Background: an optimization exercise with open tools, aiming at small area, a short achievable clock period and few clock cycles per item. Do not read the settings as production practice. In this exercise RTL edits were held to simulation tests only and were not proved equivalent to the original.

$ cat flow/design.v
package aes_pkg;
    localparam int unsigned AES_BLOCK_W = 128;
    localparam int unsigned AES_BYTES   = 16;
    typedef logic [7:0] aes_byte_t;
    typedef enum logic [1:0] {IDLE, BUSY, DONE} sb_state_e;
    function automatic aes_byte_t gf_mul(input aes_byte_t a, input aes_byte_t b);
        aes_byte_t p;
        aes_byte_t s;
        p = 8'h00;
        s = a;
        for (int i = 0; i < 8; i++) begin
            if (b[i]) p = p ^ s;
            s = {s[6:0], 1'b0} ^ (s[7] ? 8'h1b : 8'h00);
        end
        gf_mul = p;
    endfunction
    function automatic aes_byte_t gf_inv(input aes_byte_t a);
        aes_byte_t sq;
        aes_byte_t r;
        sq = a;
        r  = 8'h01;
        for (int i = 1; i < 8; i++) begin
            sq = gf_mul(sq, sq);
            r  = gf_mul(r, sq);
        end
        gf_inv = r;
    endfunction
    function automatic aes_byte_t sbox_fwd(input aes_byte_t a);
        aes_byte_t b;
        b = gf_inv(a);
        sbox_fwd = b ^ {b[6:0], b[7]} ^ {b[5:0], b[7:6]} ^ {b[4:0], b[7:5]} ^ {b[3:0], b[7:4]}
               ^ 8'h63;
    endfunction
    function automatic aes_byte_t sbox_inv(input aes_byte_t s);
        aes_byte_t b;
        b = {s[6:0], s[7]} ^ {s[4:0], s[7:5]} ^ {s[1:0], s[7:2]} ^ 8'h05;
        sbox_inv = gf_inv(b);
    endfunction
endpackage
module g_xor2 (input logic a, input logic b, output logic y); assign y = a ^ b; endmodule
module g_xnor2 (input logic a, input logic b, output logic y); assign y = ~(a ^ b); endmodule
module g_nand2 (input logic a, input logic b, output logic y); assign y = ~(a & b); endmodule
module g_nor2 (input logic a, input logic b, output logic y); assign y = ~(a | b); endmodule
module g_nor2b (input logic a, input logic bn, output logic y); assign y = ~(a | ~bn); endmodule
module g_mux2i (input logic s, input logic a0, input logic a1, output logic y); assign y = ~(s ? a1 : a0); endmodule
module g_inv (input logic a, output logic y); assign y = ~a; endmodule
module sbox_pre (
    input  logic [7:0] x,
    input  logic       inv,
    output logic [7:0] xp_n
);
    logic n1_w, n2_w, n3_w, n4_w, n5_w, n6_w, n7_w, n8_w;
    logic n9_ai, n10_ai, n11_ai, n12_ai, n13_ai, n14_ai, n15_ai, n16_ai;
    logic n17_xp, n18_xp, n19_xp, n20_xp, n21_xp, n22_xp, n23_xp, n24_xp;
    g_xor2 u0 (.a(x[0]), .b(x[6]), .y(n1_w));
    g_xor2 u1 (.a(x[1]), .b(x[7]), .y(n2_w));
    g_xor2 u2 (.a(x[2]), .b(x[0]), .y(n3_w));
    g_xor2 u3 (.a(x[3]), .b(x[1]), .y(n4_w));
    g_xor2 u4 (.a(x[4]), .b(x[2]), .y(n5_w));
    g_xor2 u5 (.a(x[5]), .b(x[3]), .y(n6_w));
    g_xor2 u6 (.a(x[6]), .b(x[4]), .y(n7_w));
    g_xor2 u7 (.a(x[7]), .b(x[5]), .y(n8_w));
    g_xnor2 u8 (.a(n8_w), .b(x[2]), .y(n9_ai));
    g_xor2 u9 (.a(n1_w), .b(x[3]), .y(n10_ai));
    g_xnor2 u10 (.a(n2_w), .b(x[4]), .y(n11_ai));
    g_xor2 u11 (.a(n3_w), .b(x[5]), .y(n12_ai));
    g_xor2 u12 (.a(n4_w), .b(x[6]), .y(n13_ai));
    g_xor2 u13 (.a(n5_w), .b(x[7]), .y(n14_ai));
    g_xor2 u14 (.a(n6_w), .b(x[0]), .y(n15_ai));
    g_xor2 u15 (.a(n7_w), .b(x[1]), .y(n16_ai));
    g_mux2i u16 (.s(inv), .a0(x[0]), .a1(n9_ai), .y(n17_xp));
    g_mux2i u17 (.s(inv), .a0(x[1]), .a1(n10_ai), .y(n18_xp));
    g_mux2i u18 (.s(inv), .a0(x[2]), .a1(n11_ai), .y(n19_xp));
    g_mux2i u19 (.s(inv), .a0(x[3]), .a1(n12_ai), .y(n20_xp));
    g_mux2i u20 (.s(inv), .a0(x[4]), .a1(n13_ai), .y(n21_xp));
    g_mux2i u21 (.s(inv), .a0(x[5]), .a1(n14_ai), .y(n22_xp));
    g_mux2i u22 (.s(inv), .a0(x[6]), .a1(n15_ai), .y(n23_xp));
    g_mux2i u23 (.s(inv), .a0(x[7]), .a1(n16_ai), .y(n24_xp));
    assign xp_n[0] = n17_xp;
    assign xp_n[1] = n18_xp;
    assign xp_n[2] = n19_xp;
    assign xp_n[3] = n20_xp;
    assign xp_n[4] = n21_xp;
    assign xp_n[5] = n22_xp;
    assign xp_n[6] = n23_xp;
    assign xp_n[7] = n24_xp;
endmodule
module sbox_lane (
    input  logic [7:0] xp_n,
    input  logic       inv,
    output logic [7:0] s
);
    logic n1_T1, n2_T2, n3_T3, n4_T4, n5_T5, n6_T6, n7_T7, n8_T8;
    logic n9_T9, n10_T10, n11_T11, n12_T12, n13_T13, n14_T14, n15_T15, n16_T16;
    logic n17_T17, n18_T18, n19_T19, n20_T20, n21_T21, n22_T22, n23_T23, n24_T24;
    logic n25_T25, n26_T26, n27_T27, n28_M1, n29_M2, n30_M3, n31_M4, n32_M5;
    logic n33_M6, n34_M7, n35_M8, n36_M9, n37_M10, n38_M11, n39_M12, n40_M13;
    logic n41_M14, n42_M15, n43_M16, n44_M17, n45_M18, n46_M19, n47_M20, n48_M21;
    logic n49_M22, n50_M23, n51_M24, n52_M25, n53_M26, n54_M27, n55_M28, n56_M29;
    logic n57_M30, n58_M31, n59_M32, n60_M33, n61_M34, n62_M35, n63_M36, n64_M37;
    logic n65_M38, n66_M39, n67_M40, n68_M41, n69_M42, n70_M43, n71_M44, n72_M45;
    logic n73_M46, n74_M47, n75_M48, n76_M49, n77_M50, n78_M51, n79_M52, n80_M53;
    logic n81_M54, n82_M55, n83_M56, n84_M57, n85_M58, n86_M59, n87_M60, n88_M61;
    logic n89_M62, n90_M63, n91_L0, n92_L1, n93_L2, n94_L3, n95_L4, n96_L5;
    logic n97_L6, n98_L7, n99_L8, n100_L9, n101_L10, n102_L11, n103_L12, n104_L13;
    logic n105_L14, n106_L15, n107_L16, n108_L17, n109_L18, n110_L19, n111_L20, n112_L21;
    logic n113_L22, n114_L23, n115_L24, n116_L25, n117_L26, n118_L27, n119_L28, n120_L29;
    logic n121_S0, n122_S1, n123_S2, n124_S3, n125_S4, n126_S5, n127_S6, n128_S7;
    logic n129_w, n130_w, n131_w, n132_w, n133_w, n134_w, n135_w, n136_w;
    logic n137_ai, n138_ai, n139_ai, n140_ai, n141_ai, n142_ai, n143_ai, n144_ai;
    logic n145_s, n146_s, n147_s, n148_s, n149_s, n150_s, n151_s, n152_s;
    g_xor2 u0 (.a(xp_n[7]), .b(xp_n[4]), .y(n1_T1));
    g_xor2 u1 (.a(xp_n[7]), .b(xp_n[2]), .y(n2_T2));
    g_xor2 u2 (.a(xp_n[7]), .b(xp_n[1]), .y(n3_T3));
    g_xor2 u3 (.a(xp_n[4]), .b(xp_n[2]), .y(n4_T4));
    g_xor2 u4 (.a(xp_n[3]), .b(xp_n[1]), .y(n5_T5));
    g_xor2 u5 (.a(n1_T1), .b(n5_T5), .y(n6_T6));
    g_xor2 u6 (.a(xp_n[6]), .b(xp_n[5]), .y(n7_T7));
    g_xnor2 u7 (.a(xp_n[0]), .b(n6_T6), .y(n8_T8));
    g_xnor2 u8 (.a(xp_n[0]), .b(n7_T7), .y(n9_T9));
    g_xor2 u9 (.a(n6_T6), .b(n7_T7), .y(n10_T10));
    g_xor2 u10 (.a(xp_n[6]), .b(xp_n[2]), .y(n11_T11));
    g_xor2 u11 (.a(xp_n[5]), .b(xp_n[2]), .y(n12_T12));
    g_xor2 u12 (.a(n3_T3), .b(n4_T4), .y(n13_T13));
    g_xor2 u13 (.a(n6_T6), .b(n11_T11), .y(n14_T14));
    g_xor2 u14 (.a(n5_T5), .b(n11_T11), .y(n15_T15));
    g_xor2 u15 (.a(n5_T5), .b(n12_T12), .y(n16_T16));
    g_xor2 u16 (.a(n9_T9), .b(n16_T16), .y(n17_T17));
    g_xor2 u17 (.a(xp_n[4]), .b(xp_n[0]), .y(n18_T18));
    g_xor2 u18 (.a(n7_T7), .b(n18_T18), .y(n19_T19));
    g_xor2 u19 (.a(n1_T1), .b(n19_T19), .y(n20_T20));
    g_xor2 u20 (.a(xp_n[1]), .b(xp_n[0]), .y(n21_T21));
    g_xor2 u21 (.a(n7_T7), .b(n21_T21), .y(n22_T22));
    g_xor2 u22 (.a(n2_T2), .b(n22_T22), .y(n23_T23));
    g_xor2 u23 (.a(n2_T2), .b(n10_T10), .y(n24_T24));
    g_xor2 u24 (.a(n20_T20), .b(n17_T17), .y(n25_T25));
    g_xor2 u25 (.a(n3_T3), .b(n16_T16), .y(n26_T26));
    g_xor2 u26 (.a(n1_T1), .b(n12_T12), .y(n27_T27));
    g_nand2 u27 (.a(n13_T13), .b(n6_T6), .y(n28_M1));
    g_nand2 u28 (.a(n23_T23), .b(n8_T8), .y(n29_M2));
    g_xnor2 u29 (.a(n14_T14), .b(n28_M1), .y(n30_M3));
    g_nor2b u30 (.a(xp_n[0]), .bn(n19_T19), .y(n31_M4));
    g_xnor2 u31 (.a(n31_M4), .b(n28_M1), .y(n32_M5));
    g_nand2 u32 (.a(n3_T3), .b(n16_T16), .y(n33_M6));
    g_nand2 u33 (.a(n22_T22), .b(n9_T9), .y(n34_M7));
    g_xnor2 u34 (.a(n26_T26), .b(n33_M6), .y(n35_M8));
    g_nand2 u35 (.a(n20_T20), .b(n17_T17), .y(n36_M9));
    g_xor2 u36 (.a(n36_M9), .b(n33_M6), .y(n37_M10));
    g_nand2 u37 (.a(n1_T1), .b(n15_T15), .y(n38_M11));
    g_nand2 u38 (.a(n4_T4), .b(n27_T27), .y(n39_M12));
    g_xor2 u39 (.a(n39_M12), .b(n38_M11), .y(n40_M13));
    g_nand2 u40 (.a(n2_T2), .b(n10_T10), .y(n41_M14));
    g_xor2 u41 (.a(n41_M14), .b(n38_M11), .y(n42_M15));
    g_xnor2 u42 (.a(n30_M3), .b(n29_M2), .y(n43_M16));
    g_xor2 u43 (.a(n32_M5), .b(n24_T24), .y(n44_M17));
    g_xnor2 u44 (.a(n35_M8), .b(n34_M7), .y(n45_M18));
    g_xor2 u45 (.a(n37_M10), .b(n42_M15), .y(n46_M19));
    g_xor2 u46 (.a(n43_M16), .b(n40_M13), .y(n47_M20));
    g_xor2 u47 (.a(n44_M17), .b(n42_M15), .y(n48_M21));
    g_xor2 u48 (.a(n45_M18), .b(n40_M13), .y(n49_M22));
    g_xor2 u49 (.a(n46_M19), .b(n25_T25), .y(n50_M23));
    g_xor2 u50 (.a(n49_M22), .b(n50_M23), .y(n51_M24));
    g_nand2 u51 (.a(n49_M22), .b(n47_M20), .y(n52_M25));
    g_xnor2 u52 (.a(n48_M21), .b(n52_M25), .y(n53_M26));
    g_xor2 u53 (.a(n47_M20), .b(n48_M21), .y(n54_M27));
    g_xnor2 u54 (.a(n50_M23), .b(n52_M25), .y(n55_M28));
    g_nand2 u55 (.a(n55_M28), .b(n54_M27), .y(n56_M29));
    g_nand2 u56 (.a(n53_M26), .b(n51_M24), .y(n57_M30));
    g_nand2 u57 (.a(n47_M20), .b(n50_M23), .y(n58_M31));
    g_nor2b u58 (.a(n58_M31), .bn(n54_M27), .y(n59_M32));
    g_xnor2 u59 (.a(n54_M27), .b(n52_M25), .y(n60_M33));
    g_nand2 u60 (.a(n48_M21), .b(n49_M22), .y(n61_M34));
    g_nor2b u61 (.a(n61_M34), .bn(n51_M24), .y(n62_M35));
    g_xnor2 u62 (.a(n51_M24), .b(n52_M25), .y(n63_M36));
    g_xnor2 u63 (.a(n48_M21), .b(n56_M29), .y(n64_M37));
    g_xor2 u64 (.a(n59_M32), .b(n60_M33), .y(n65_M38));
    g_xnor2 u65 (.a(n50_M23), .b(n57_M30), .y(n66_M39));
    g_xor2 u66 (.a(n62_M35), .b(n63_M36), .y(n67_M40));
    g_xor2 u67 (.a(n65_M38), .b(n67_M40), .y(n68_M41));
    g_xor2 u68 (.a(n64_M37), .b(n66_M39), .y(n69_M42));
    g_xor2 u69 (.a(n64_M37), .b(n65_M38), .y(n70_M43));
    g_xor2 u70 (.a(n66_M39), .b(n67_M40), .y(n71_M44));
    g_xor2 u71 (.a(n69_M42), .b(n68_M41), .y(n72_M45));
    g_nand2 u72 (.a(n71_M44), .b(n6_T6), .y(n73_M46));
    g_nand2 u73 (.a(n67_M40), .b(n8_T8), .y(n74_M47));
    g_nor2b u74 (.a(xp_n[0]), .bn(n66_M39), .y(n75_M48));
    g_nand2 u75 (.a(n70_M43), .b(n16_T16), .y(n76_M49));
    g_nand2 u76 (.a(n65_M38), .b(n9_T9), .y(n77_M50));
    g_nand2 u77 (.a(n64_M37), .b(n17_T17), .y(n78_M51));
    g_nand2 u78 (.a(n69_M42), .b(n15_T15), .y(n79_M52));
    g_nand2 u79 (.a(n72_M45), .b(n27_T27), .y(n80_M53));
    g_nand2 u80 (.a(n68_M41), .b(n10_T10), .y(n81_M54));
    g_nand2 u81 (.a(n71_M44), .b(n13_T13), .y(n82_M55));
    g_nand2 u82 (.a(n67_M40), .b(n23_T23), .y(n83_M56));
    g_nand2 u83 (.a(n66_M39), .b(n19_T19), .y(n84_M57));
    g_nand2 u84 (.a(n70_M43), .b(n3_T3), .y(n85_M58));
    g_nand2 u85 (.a(n65_M38), .b(n22_T22), .y(n86_M59));
    g_nand2 u86 (.a(n64_M37), .b(n20_T20), .y(n87_M60));
    g_nand2 u87 (.a(n69_M42), .b(n1_T1), .y(n88_M61));
    g_nand2 u88 (.a(n72_M45), .b(n4_T4), .y(n89_M62));
    g_nand2 u89 (.a(n68_M41), .b(n2_T2), .y(n90_M63));
    g_xor2 u90 (.a(n88_M61), .b(n89_M62), .y(n91_L0));
    g_xor2 u91 (.a(n77_M50), .b(n83_M56), .y(n92_L1));
    g_xnor2 u92 (.a(n73_M46), .b(n75_M48), .y(n93_L2));
    g_xor2 u93 (.a(n74_M47), .b(n82_M55), .y(n94_L3));
    g_xor2 u94 (.a(n81_M54), .b(n85_M58), .y(n95_L4));
    g_xor2 u95 (.a(n76_M49), .b(n88_M61), .y(n96_L5));
    g_xnor2 u96 (.a(n89_M62), .b(n96_L5), .y(n97_L6));
    g_xnor2 u97 (.a(n73_M46), .b(n94_L3), .y(n98_L7));
    g_xor2 u98 (.a(n78_M51), .b(n86_M59), .y(n99_L8));
    g_xor2 u99 (.a(n79_M52), .b(n80_M53), .y(n100_L9));
    g_xnor2 u100 (.a(n80_M53), .b(n95_L4), .y(n101_L10));
    g_xnor2 u101 (.a(n87_M60), .b(n93_L2), .y(n102_L11));
    g_xnor2 u102 (.a(n75_M48), .b(n78_M51), .y(n103_L12));
    g_xnor2 u103 (.a(n77_M50), .b(n91_L0), .y(n104_L13));
    g_xor2 u104 (.a(n79_M52), .b(n88_M61), .y(n105_L14));
    g_xnor2 u105 (.a(n82_M55), .b(n92_L1), .y(n106_L15));
    g_xnor2 u106 (.a(n83_M56), .b(n91_L0), .y(n107_L16));
    g_xnor2 u107 (.a(n84_M57), .b(n92_L1), .y(n108_L17));
    g_xnor2 u108 (.a(n85_M58), .b(n99_L8), .y(n109_L18));
    g_xnor2 u109 (.a(n90_M63), .b(n95_L4), .y(n110_L19));
    g_xor2 u110 (.a(n91_L0), .b(n92_L1), .y(n111_L20));
    g_xor2 u111 (.a(n92_L1), .b(n98_L7), .y(n112_L21));
    g_xor2 u112 (.a(n94_L3), .b(n103_L12), .y(n113_L22));
    g_xor2 u113 (.a(n109_L18), .b(n93_L2), .y(n114_L23));
    g_xor2 u114 (.a(n106_L15), .b(n100_L9), .y(n115_L24));
    g_xor2 u115 (.a(n97_L6), .b(n101_L10), .y(n116_L25));
    g_xor2 u116 (.a(n98_L7), .b(n100_L9), .y(n117_L26));
    g_xor2 u117 (.a(n99_L8), .b(n101_L10), .y(n118_L27));
    g_xor2 u118 (.a(n102_L11), .b(n105_L14), .y(n119_L28));
    g_xor2 u119 (.a(n102_L11), .b(n108_L17), .y(n120_L29));
    g_xnor2 u120 (.a(n97_L6), .b(n115_L24), .y(n121_S0));
    g_xor2 u121 (.a(n107_L16), .b(n117_L26), .y(n122_S1));
    g_xor2 u122 (.a(n110_L19), .b(n119_L28), .y(n123_S2));
    g_xnor2 u123 (.a(n97_L6), .b(n112_L21), .y(n124_S3));
    g_xnor2 u124 (.a(n111_L20), .b(n113_L22), .y(n125_S4));
    g_xnor2 u125 (.a(n116_L25), .b(n120_L29), .y(n126_S5));
    g_xor2 u126 (.a(n104_L13), .b(n118_L27), .y(n127_S6));
    g_xor2 u127 (.a(n97_L6), .b(n114_L23), .y(n128_S7));
    g_xor2 u128 (.a(n128_S7), .b(n122_S1), .y(n129_w));
    g_xor2 u129 (.a(n127_S6), .b(n121_S0), .y(n130_w));
    g_xor2 u130 (.a(n126_S5), .b(n128_S7), .y(n131_w));
    g_xor2 u131 (.a(n125_S4), .b(n127_S6), .y(n132_w));
    g_xor2 u132 (.a(n124_S3), .b(n126_S5), .y(n133_w));
    g_xor2 u133 (.a(n123_S2), .b(n125_S4), .y(n134_w));
    g_xor2 u134 (.a(n122_S1), .b(n124_S3), .y(n135_w));
    g_xor2 u135 (.a(n121_S0), .b(n123_S2), .y(n136_w));
    g_xnor2 u136 (.a(n136_w), .b(n126_S5), .y(n137_ai));
    g_xor2 u137 (.a(n129_w), .b(n125_S4), .y(n138_ai));
    g_xnor2 u138 (.a(n130_w), .b(n124_S3), .y(n139_ai));
    g_xor2 u139 (.a(n131_w), .b(n123_S2), .y(n140_ai));
    g_xor2 u140 (.a(n132_w), .b(n122_S1), .y(n141_ai));
    g_xor2 u141 (.a(n133_w), .b(n121_S0), .y(n142_ai));
    g_xor2 u142 (.a(n134_w), .b(n128_S7), .y(n143_ai));
    g_xor2 u143 (.a(n135_w), .b(n127_S6), .y(n144_ai));
    g_mux2i u144 (.s(inv), .a0(n128_S7), .a1(n137_ai), .y(n145_s));
    g_mux2i u145 (.s(inv), .a0(n127_S6), .a1(n138_ai), .y(n146_s));
    g_mux2i u146 (.s(inv), .a0(n126_S5), .a1(n139_ai), .y(n147_s));
    g_mux2i u147 (.s(inv), .a0(n125_S4), .a1(n140_ai), .y(n148_s));
    g_mux2i u148 (.s(inv), .a0(n124_S3), .a1(n141_ai), .y(n149_s));
    g_mux2i u149 (.s(inv), .a0(n123_S2), .a1(n142_ai), .y(n150_s));
    g_mux2i u150 (.s(inv), .a0(n122_S1), .a1(n143_ai), .y(n151_s));
    g_mux2i u151 (.s(inv), .a0(n121_S0), .a1(n144_ai), .y(n152_s));
    assign s[0] = n145_s;
    assign s[1] = n146_s;
    assign s[2] = n147_s;
    assign s[3] = n148_s;
    assign s[4] = n149_s;
    assign s[5] = n150_s;
    assign s[6] = n151_s;
    assign s[7] = n152_s;
endmodule
module inv_sbox
(
    input  logic [3:0] x,
    input  logic [3:0] y,
    output aes_pkg::aes_byte_t sbout
);
    assign sbout = aes_pkg::sbox_inv({y, x});
endmodule
module sub_bytes_iter #(
    parameter int unsigned LANES = 16
) (
    input  logic                   clk_i,
    input  logic                   rst_n_i,
    input  logic                   valid_i,
    output logic                   ready_o,
    input  logic [aes_pkg::AES_BLOCK_W-1:0] data_i,
    input  logic                   inv_i,
    output logic                   valid_o,
    input  logic                   ready_i,
    output logic [aes_pkg::AES_BLOCK_W-1:0] data_o
);
    localparam int unsigned W = aes_pkg::AES_BLOCK_W;
    logic         in_inv;
    assign in_inv = inv_i;
    logic         s_v, a_v, b_v;
    logic         s_inv, a_inv;
    logic [W-1:0] xp_n, s_d, a_d, b_d, sb;
    for (genvar k = 0; k < aes_pkg::AES_BYTES; k++) begin : g_byte
        sbox_pre u_pre (
            .x    (data_i[8*k +: 8]),
            .inv  (in_inv),
            .xp_n (xp_n[8*k +: 8])
        );
        sbox_lane u_lane (
            .xp_n (a_d[8*k +: 8]),
            .inv  (a_inv),
            .s    (sb[8*k +: 8])
        );
    end
    logic b_free, a_free, in_fire;
    assign b_free  = !b_v || ready_i;
    assign a_free  = !a_v || b_free;
    assign in_fire = valid_i && !s_v;
    assign ready_o = !s_v;
    assign valid_o = b_v;
    assign data_o  = b_d;
    always_ff @(posedge clk_i or negedge rst_n_i) begin
        if (!rst_n_i) begin
            s_v <= 1'b0;
            a_v <= 1'b0;
            b_v <= 1'b0;
        end else begin
            if (b_free) b_v <= a_v;
            if (a_free) a_v <= s_v || in_fire;
            s_v <= s_v ? !a_free : (in_fire && !a_free);
        end
    end
    always_ff @(posedge clk_i) begin
        if (!s_v) begin
            s_d   <= xp_n;
            s_inv <= in_inv;
        end
        if (a_free) begin
            a_d   <= s_v ? s_d : xp_n;
            a_inv <= s_v ? s_inv : in_inv;
        end
        if (b_free) b_d <= sb;
    end
endmodule
$ cat flow/run.sh
#!/bin/bash
# synth_recipe.tcl (not shown) runs the flow's synth.tcl, then flattens the netlist and writes it again
# the make line also repeats each setting of config.mk as NAME=value (left out here)
make -C /OpenROAD-flow-scripts/flow DESIGN_CONFIG=/design/flow/config.mk WORK_HOME=/design/flow/orfs CLKGATE_MAP_FILE= SYNTH_SCRIPT=/design/flow/synth_recipe.tcl finish
$ cat flow/config.mk
export PLATFORM = sky130hd
export DESIGN_NAME = sub_bytes_iter
export DESIGN_NICKNAME = sub_bytes_iter
export VERILOG_FILES = /design/flow/design.v
export SDC_FILE = /design/flow/constraint.sdc
export NUM_CORES = 4
export LEC_CHECK = 0
export CAP_MARGIN = 20
export CORE_MARGIN = 2
export CORE_UTILIZATION = 40
export SLEW_MARGIN = 20
export SYNTH_HIERARCHICAL = 1
$ cat flow/constraint.sdc
create_clock -name core_clock -period 17.0 [get_ports {clk_i}]
set_input_delay 3.4000 -clock core_clock [delete_from_list [all_inputs] [get_ports {clk_i}]]
set_output_delay 3.4000 -clock core_clock [all_outputs]
set_load 0.01 [all_outputs]
==> run notes <==
sequential cells by signal, summed over array words and instances (netlist names):
name / flops
s_v: 1
a_v: 1
a_inv: 1
b_d: 128
s_inv: 1
b_v: 1
s_d: 128
a_d: 128
routing by layer:
metal	part of all wire, %	vias up	wire length, microns	global-route usage [%]
met2	46	257	31800	24.0
li1	-	11417	-	-
met1	48	9935	32900	19.0
met5	0.16	-	113	0
met3	3.8	89	2590	2.58
met4	2.0	16	1390	3.97
final cells by class:
cell class / instances / share of cell area [%]
repair buffers: 271 / 6.61
well taps: 1243 / 3.80
flip-flops and latches: 389 / 25.3
clock inverters: 28 / 0.859
multi-input cells: 2951 / 60.4
clock buffers: 56 / 3.00
inverters: 1 / 0.00917
cell families after synthesis:
kind of cell           synth area share (%)
flip-flops                             27.9
AND/OR/NAND/NOR                        7.30
multiplexers                           11.7
buffers and inverters                  5.58
XOR/XNOR                               47.5
modules after synthesis, one instance, submodules excluded:
module,flip-flops and latches,area (sq um),cells
sbox_lane,0,60.1,8
g_nand2,0,3.75,1
g_mux2i,0,10.0,1
g_xnor2,0,8.76,1
g_nor2b,0,13.8,1
sbox_pre,0,60.1,8
sub_bytes_iter,389,12300,540
g_xor2,0,8.76,1
cells in the final DEF (no fill, tap or decap), types with 2 or more instances in the layout:
cell	netlist	layout
inv_8	0	2
inv_6	0	6
nand2_1	481	481
bufinv_16	0	5
clkbuf_1	0	6
nor2_1	2	2
dfrtp_1	3	2
xnor2_1	528	528
clkinvlp_4	0	10
edfxtp_1	257	257
clkbuf_8	0	5
nor2b_4	64	64
mux2_2	41	41
clkdlybuf4s50_1	0	261
clkinv_4	0	3
buf_4	256	8
mux2i_1	256	256
dfxtp_1	129	129
xor2_1	1488	1488
mux2_4	88	88
clkbuf_16	0	46
stage by stage:
stage / worst slack (ns)
6_report: 10.92
5_1_grt: 10.18
4_1_cts: 10.88
3_5_place_dp: 10.79
3_3_place_gp: 10.82
2_1_floorplan: 9.24
final timing paths:
check,end,slack (ns),cells after the start
min in group asynchronous,a_v,2.98,1
max,b_d[45],10.92,19
min reg2reg,b_v,0.47,1
max reg2reg,b_d[45],10.92,19
min,b_v,0.47,1
max in group asynchronous,s_v,13.86,1
==> flow_summary.toml <==
[setup_path]
cp.buffers_inverters = 0
required_ns = 17.31
cp_max_fo = 5
critPathLaunch = "a_d[44]"
end_kind = "register"
timing.rr.start = "a_d[44]"
max_stage_delay_ns = 0.51
worst-setup-path-type = "register to register"
cp_cell_sequence = "xor2_1 -> xor2_1 -> xor2_1 -> nand2_1 -> xor2_1 -> xor2_1 -> xor2_1 -> xor2_1 -> nand2_1 -> xnor2_1 -> xor2_1 -> nand2_1 -> xor2_1 -> xnor2_1 -> xor2_1 -> xnor2_1 -> xor2_1 -> xor2_1 -> mux2i_1"
slowest_stage = "xor2_1"
startpoint_type = "register"
critPathTopFamily = "XOR/XNOR gates"
worst_path_most_repeated_cell = "xor2_1"
critPathArrivalTime_ns = 6.39

[final_layout]
fin_util_pct = 44.6
antenna_cells = 0
area_growth_pct = 10.2
fin_nets = 3792
final_area_sq_mm = 0.0409
register_area_sq_mm = 0.0104
multiInputGateArea_sq_mm = 0.0247
fin_cells = 4939
fill_cells = 8812
layout-drive-gt1-share_pct = 7.66

[yosys]
synthArstFlopShare_pct = 0.771
yosys.area.top_type_share_pct = 35.1
avgSynthCellArea_sq_um = 10.3
netlist_top_cells_count = "xor2_1, xnor2_1, nand2_1"
synth_area_sq_mm = 0.0372
yosysMostFrequentCell = "xor2_1"
yosys-top-cells-area = "xor2_1, edfxtp_1, xnor2_1, dfxtp_1, mux2i_1"
yosysSeqAreaShare_pct = 27.9
synthCells = 3612
synth-edff-count = 257
synth_cell_types = 18
synth_seq_cells = 389
synth_top_flop_cell = "edfxtp_1"
synth_warnings = 7
yosys.area.top_type = "xor2_1"
synth_fp_nets = 3745

[die]
rows = 111
start_util_pct = 40.5
die_w_microns = 309
io_pins = 263
die_area_sq_mm = 0.0954
core_area_sq_mm = 0.0918
die_height_microns = 309

[global_routing]
grt_pass1_vias = 22173
grt_pass1_wl_microns = 113000
grt_max_degree = 130
grt.total_usage_pct = 14.4
grt-ovfl-total = 0
antenna_found_initial = 8

[place]
placed_cell_area_sq_mm = 0.0394
port_buffers = 262
gp_congestion = 0.819
dp_cells = 4855
dp_hpwl_microns = 53800

[cts]
path_clk_slew_ns = 0.07
insertion_delay_ns = 0.60
cts_root_buf = "clkbuf_16"
cts_buffers = 45
cts_sinks = 389
post_cts_buffers = 0
cts_buffer_depth = 3
htreeDepth = 2
ctsHoldBuffers = 0
ctsResizeCount = 0
cts_tree = "built"

[routing]
routed_wirelength_microns = 68700
antenna_left = 0
num_vias = 21714
wl_per_cell_microns = 13.9
first_pass_iters = 5
drtIter0Drc = 782
routed_via_density = 4.40
drc = 0

[outcome]
status = "finished clean"

[timing]
hold_viol = 0
finalCritPeriodShare_pct = 35.7
max_slew_margin_pct = 32.3
setup_viol = 0
maxSlewViolCount = 0
fin_worst_skew_ns = 0.0169
period_minus_slack_ns = 6.08
whs_ns = 0.467
tightest_slew_ns = 1.02
finalSetupTns_ns = 0
max_freq_mhz = 165
grt_setup_unrepaired = "false"

[hold_path]
min_path_type = "register to register"
min_from = "a_v"

[job]
maxCapViolCount = 0
Testbench counts, summed over its fixed seeds: cycles 1,616, items 1,600.

re-timing with driven ports:
The results above use ideal ports. As a check the final layout listed here was re-extracted and re-timed, cells and wires unchanged. Step 1 sets driving cells, clkbuf_16 on the clock port and buf_2 on the other inputs (assumed; they add their load-dependent delay and slew). Step 2 adds t to the input delays and takes it off the output delays; t is the mean of the earliest and latest rising clock arrival at the registers after step 1. Input paths then give back, and output paths get back, about the clock's delay inside the block. a / b / c = no drivers / after step 1 / after step 2; a / b = the first two.
shift t [ns]: 0.663
slack for setup (ns): 10.923 / 10.923 / 10.848
worst setup path after step 2: input to register
clock arrival spread, ns: 0.020 / 0.019
After both steps this run still meets setup and hold. For this run, drivers alone change the setup slack by 0.000 ns; drivers and shift together by -0.075 ns.
